What follows belongs to an exercise in optimizing a design on an open flow for small area, a short achievable clock period and few clock cycles; a production flow would make more cautious choices. Function was checked by simulation only, so behaviour that the tests miss may differ from the original. Power figures rest on the tool's default switching activity, not on a simulated workload.

== run 1 ==
## voxel_file_stream_parser
module voxel_file_stream_parser (
  input  logic               clk,
  input  logic               rst,
  input  logic               data_valid,
  output logic               data_stall,
  input  logic [7:0]         data_byte,
  input  logic               start_of_file,
  output logic               event_valid,
  input  logic               event_stall,
  output logic [2:0]         event_kind,
  output logic [7:0]         voxel_x,
  output logic [7:0]         voxel_y,
  output logic [7:0]         voxel_z,
  output logic [7:0]         material,
  output logic signed [31:0] size_x,
  output logic signed [31:0] size_y,
  output logic signed [31:0] size_z,
  output logic signed [31:0] file_version,
  output logic [15:0]        model_number,
  output logic               last_voxel
);
Settings: LEC_CHECK=0, CAP_MARGIN=20, CORE_MARGIN=2, CORE_UTILIZATION=40, SLEW_MARGIN=20; clock period 5.0 ns.
run.sh (not shown) runs the stock make flow with config.mk's settings and CLKGATE_MAP_FILE= SYNTH_SCRIPT=/design/flow/synth_recipe.tcl, a recipe that flattens the netlist after the stock synthesis.
Run 1 completed end to end with timing, DRC and antenna clean.
Testbench counts of run 1, summed over its fixed seeds: cycles 16,095.
> inputs changed (run 1 -> run 2)
# run 1
export LEC_CHECK = 0
export CAP_MARGIN = 20
export CORE_MARGIN = 2
export CORE_UTILIZATION = 40
export SLEW_MARGIN = 20
create_clock -name core_clock -period 5.0 [get_ports {clk}]
# run 2
export LEC_CHECK = 0
export ABC_CLOCK_PERIOD_IN_PS = 2200
export CAP_MARGIN = 20
export CORE_MARGIN = 2
export CORE_UTILIZATION = 40
export SETUP_SLACK_MARGIN = 2.6
export SLEW_MARGIN = 20
create_clock -name core_clock -period 5.0 [get_ports {clk}]
==> flow/flow/run.sh (new file) <==
#!/bin/bash
# Standard ORFS layout, with the port buffers made from the smallest buffer cell.
set -euo pipefail
export BUFFER_PORTS_ARGS="-buffer_cell sky130_fd_sc_hd__buf_1"
bash standard.sh finish > standard_make.log 2>&1
==> flow/standard.sh (new file) <==
#!/bin/bash
# synth_recipe.tcl (not shown) runs the flow's synth.tcl, then flattens the netlist and writes it again
# the make line also repeats each setting of config.mk as NAME=value (left out here)
make -C /OpenROAD-flow-scripts/flow DESIGN_CONFIG=/design/flow/config.mk WORK_HOME=/design/flow/orfs CLKGATE_MAP_FILE= SYNTH_SCRIPT=/design/flow/synth_recipe.tcl "${@:-finish}"
removed: flow/run.sh
Findings:
- Part of the power in combinational logic: higher on run 2
- Looking at critical path launch point, the data_byte[4] result is from run 1; the data_byte[7] one comes from run 2.
- | clock network fraction of design power | lower: run 2 |
- Taking run 1 as the reference, in run 2 part of the cycle the worst path needs dropped 18 points; relative slew slack climbed 2.1 points; fmax climbed 29%.
- Looking at top layer used by detailed routing, the met5 result is from run 2; the met4 one comes from run 1.
Relative to run 2, the following input files were edited for run 3:
==> flow/run.sh (new file) <==
#!/bin/bash
# synth_recipe.tcl (not shown) runs the flow's synth.tcl, then flattens the netlist and writes it again
# the make line also repeats each setting of config.mk as NAME=value (left out here)
make -C /OpenROAD-flow-scripts/flow DESIGN_CONFIG=/design/flow/config.mk WORK_HOME=/design/flow/orfs CLKGATE_MAP_FILE= SYNTH_SCRIPT=/design/flow/synth_recipe.tcl finish
removed: flow/flow/run.sh
removed: flow/standard.sh
==> comparison <==
Of run 3 and run 2, the lower worst-case register-to-register setup slack belongs to run 2. Antenna cell count: run 3 vs run 2 up 1. Utilization ended up 2.5 points higher on run 3 than on run 2. Run 3: no failed stages, no open violations at the end. The run showing the smaller fraction of met2 tracks used by global routing is run 2. Cmp run 3 vs run 2: final clock period utilization by the worst path lower in run 3. Routed wire length: run 3 higher than run 2.

---

Another version of the RTL of voxel_file_stream_parser (not shown whole).
Size in the first run: roughly 760 cells after synthesis, roughly 200 I/O pins, about 8200 um2 of cells after synthesis.
clock: 5.0 ns
lec_check: 0
abc_clock_period_in_ps: 2200
cap_margin: 20
core_margin: 2
core_utilization: 40
cts_buf_list: sky130_fd_sc_hd__clkbuf_4 sky130_fd_sc_hd__clkbuf_8
setup_slack_margin: 2.5
slew_margin: 20
standard.sh (not shown) runs the stock make flow with config.mk's settings and CLKGATE_MAP_FILE= SYNTH_SCRIPT=/design/flow/synth_recipe.tcl, a recipe that flattens the netlist after the stock synthesis.
==> flow/flow/run.sh <==
#!/bin/bash
# Standard ORFS layout (the standard.sh), with two changes: the port
# buffers are the smallest buffer cell, and clock tree synthesis adds no
# dummy loads at the clock tree leaves.
set -euo pipefail
export BUFFER_PORTS_ARGS="-buffer_cell sky130_fd_sc_hd__buf_1"
export CTS_ARGS="-sink_clustering_enable -repair_clock_nets -dont_use_dummy_load -buf_list {sky130_fd_sc_hd__clkbuf_4 sky130_fd_sc_hd__clkbuf_8}"
bash standard.sh finish > standard_make.log 2>&1
The starting point ran to the end with no violations.
Testbench counts at the start, summed over its fixed seeds: cycles 16,095.
==> next run, changes <==
==> flow/flow/run.sh (replaced) <==
#!/bin/bash
# Standard ORFS layout (the standard.sh), with two changes: the port
# buffers are the smallest buffer cell, and clock tree synthesis adds no
# dummy loads at the clock tree leaves.
set -euo pipefail
export BUFFER_PORTS_ARGS="-buffer_cell sky130_fd_sc_hd__buf_1"
export CTS_ARGS="-sink_clustering_enable -repair_clock_nets -dont_use_dummy_load -buf_list {sky130_fd_sc_hd__clkbuf_4 sky130_fd_sc_hd__clkbuf_8} -sink_clustering_size 40"
bash standard.sh finish > standard_make.log 2>&1
- CAP_MARGIN: 20 -> 10
- SETUP_SLACK_MARGIN: 2.5 -> 2.6
- SLEW_MARGIN: 20 -> 10
Wire length came out higher by 0.93%.
Utilization goes up by 1.1 points.
Worst setup slack improves by 69 ps.

---

## JK
Starting RTL as in the previous note.
Settings: LEC_CHECK=0, ABC_CLOCK_PERIOD_IN_PS=3500, CAP_MARGIN=20, CORE_MARGIN=2, CORE_UTILIZATION=40, CTS_BUF_LIST=sky130_fd_sc_hd__clkbuf_4 sky130_fd_sc_hd__clkbuf_8, SETUP_SLACK_MARGIN=2.6, SLEW_MARGIN=20; clock period 5.0 ns.
==> flow/flow/run.sh <==
#!/bin/bash
# Standard ORFS layout (the standard.sh), with two changes: the port
# buffers are the smallest buffer cell, and clock tree synthesis adds no
# dummy loads at the clock tree leaves.
set -euo pipefail
export BUFFER_PORTS_ARGS="-buffer_cell sky130_fd_sc_hd__buf_1"
export CTS_ARGS="-sink_clustering_enable -repair_clock_nets -dont_use_dummy_load -buf_list {sky130_fd_sc_hd__clkbuf_4 sky130_fd_sc_hd__clkbuf_8}"
bash standard.sh finish > standard_make.log 2>&1
Testbench counts of JK, summed over its fixed seeds: cycles 16,095.
Edits applied to the flow inputs when going from JK to MS:
Settings: CORE_UTILIZATION now 50, was 40; ABC_CLOCK_PERIOD_IN_PS now 2200, was 3500.
MS finished all stages; the layout is clean. Against JK, MS comes in 0.0072 ns lower on clock skew after layout. Going from JK to MS, met3 demand-to-capacity share in global routing grows by 0.75 points. From JK to MS the numbers moved as follows: clock transition at the registers of the reported paths rose by 0.02 ns, number of rows in the core area went down by 12%, via count saw an increase. MS ended with less synthesis-to-layout area growth than JK.
Input changes introduced in AL (baseline for comparison: MS):
Settings: changing CORE_UTILIZATION from 50 to 40.
==> comparison <==
AL vs MS — aggregate global-route resource usage dropped 5.7 points. For fraction of registers with async set/reset, MS and AL come out practically identical. AL against MS: count of inserted tapcells went up by about 25%; die area up 0.0042 mm²; clock period minus final worst setup slack shows an increase of 0.030 ns; highest cell delay on the worst timing path went down by 0.05 ns. There was hardly any difference in internal power component between AL and MS.
The following lists how TR was set up differently from AL:
Settings: a change of CORE_UTILIZATION from 40 to 45.
--- a/flow/flow/run.sh
+++ b/flow/flow/run.sh
@@ -1,5 +1,11 @@
 #!/bin/bash
-# Standard ORFS layout (the standard.sh), with two changes: the port
-# buffers are the smallest buffer cell, and clock tree synthesis adds no
-# dummy loads at the clock tree leaves.
+# The standard layout (standard.sh: ORFS synthesis to finish), with the
+# following changes passed to ORFS through its environment:
+#  - the port buffers ORFS inserts on every input and output are the
+#    smallest buffer cell (buf_1) rather than the cell ORFS picks;
+#  - clock tree synthesis adds no dummy loads at the clock tree leaves and
+#    builds the tree from clkbuf_4 and clkbuf_8 (the same list as
+#    CTS_BUF_LIST in config.mk, which CTS_ARGS overrides).
+# make's full output goes to standard_make.log here; ORFS keeps each step's
+# log under orfs/logs.
 set -euo pipefail
==> comparison <==
Summary of the comparison: multi-input gate share of the layout cell area is higher in TR, relative to AL. Comparing TR and AL, the higher achievable clock frequency was measured on TR. Looking only at post-detailed-routing wire length, and setting everything else aside, the higher value of TR and AL goes to AL. ~same setup slack of the most critical reg-to-reg path in TR and AL. TR gives more post-CTS setup buffer count than AL did. Minimum period implied by the final worst setup slack in TR is 0.033 ns lower than in AL. Diff AL -> TR | power density normalized to cell area | increase of about 1.1%. Comparing AL against TR, there is no change at all in synthesized cell count. AL -> TR: number of I/O port buffers delta 0, exact match. There was hardly any difference in worst hold slack between AL and TR. In TR, summed area of non-filler cells in the final layout is lower than in AL.
Setup changes, TR to PW
Settings: a change of SETUP_SLACK_MARGIN from 2.6 to 2.2.
Results
Every run (TR and PW) finished clean.
Changes observed in PW relative to TR: met3 usage in global routing increased 0.83 points; combinational share of power decreased 0.5 points; via count essentially unchanged.
PW does worse than TR on setup slack.
The data arrival time of the critical path of PW exceeds that of TR by 0.28 ns.

[port drivers added, routing unchanged]
Ports are ideal in the flow. The routed layouts listed here were re-timed in OpenROAD. Step 1: set_driving_cell puts a clkbuf_16 on clk and a buf_2 on each other input, an assumption about the parent block. Step 2 also shifts input and output timing later by t, the mid clock arrival at the registers, as if the neighbouring blocks saw the same clock. Three values: no drivers, after step 1, after step 2; two values: the first two.
run	t, ns	slack for setup (ns)	worst setup path at the end	clock arrival spread, ns	cell pins on the clock port's net
run 1	0.475	1.008 / 1.020 / 0.545	input to register	0.013 / 0.014	1
run 2	0.476	1.898 / 1.896 / 1.420	input to register	0.023 / 0.023	1
run 3	0.475	2.051 / 2.029 / 1.555	input to register	0.013 / 0.013	1
the first run of note 2	0.489	2.524 / 2.531 / 2.050	input to register	0.030 / 0.029	1
the second run of note 2	0.485	2.593 / 2.552 / 2.237	input to register	0.031 / 0.031	1
JK	0.485	2.593 / 2.552 / 2.237	input to register	0.031 / 0.031	1
MS	0.475	2.623 / 2.586 / 2.248	input to register	0.025 / 0.025	1
AL	0.485	2.593 / 2.552 / 2.237	input to register	0.031 / 0.031	1
TR	0.479	2.626 / 2.585 / 2.186	input to register	0.035 / 0.035	1
PW	0.475	2.349 / 2.309 / 1.924	input to register	0.034 / 0.034	1
After both steps setup and hold are still met in every run listed. The setup slack of run 3, which loses most, moves by -0.022 ns with the drivers and by -0.496 ns with both steps.
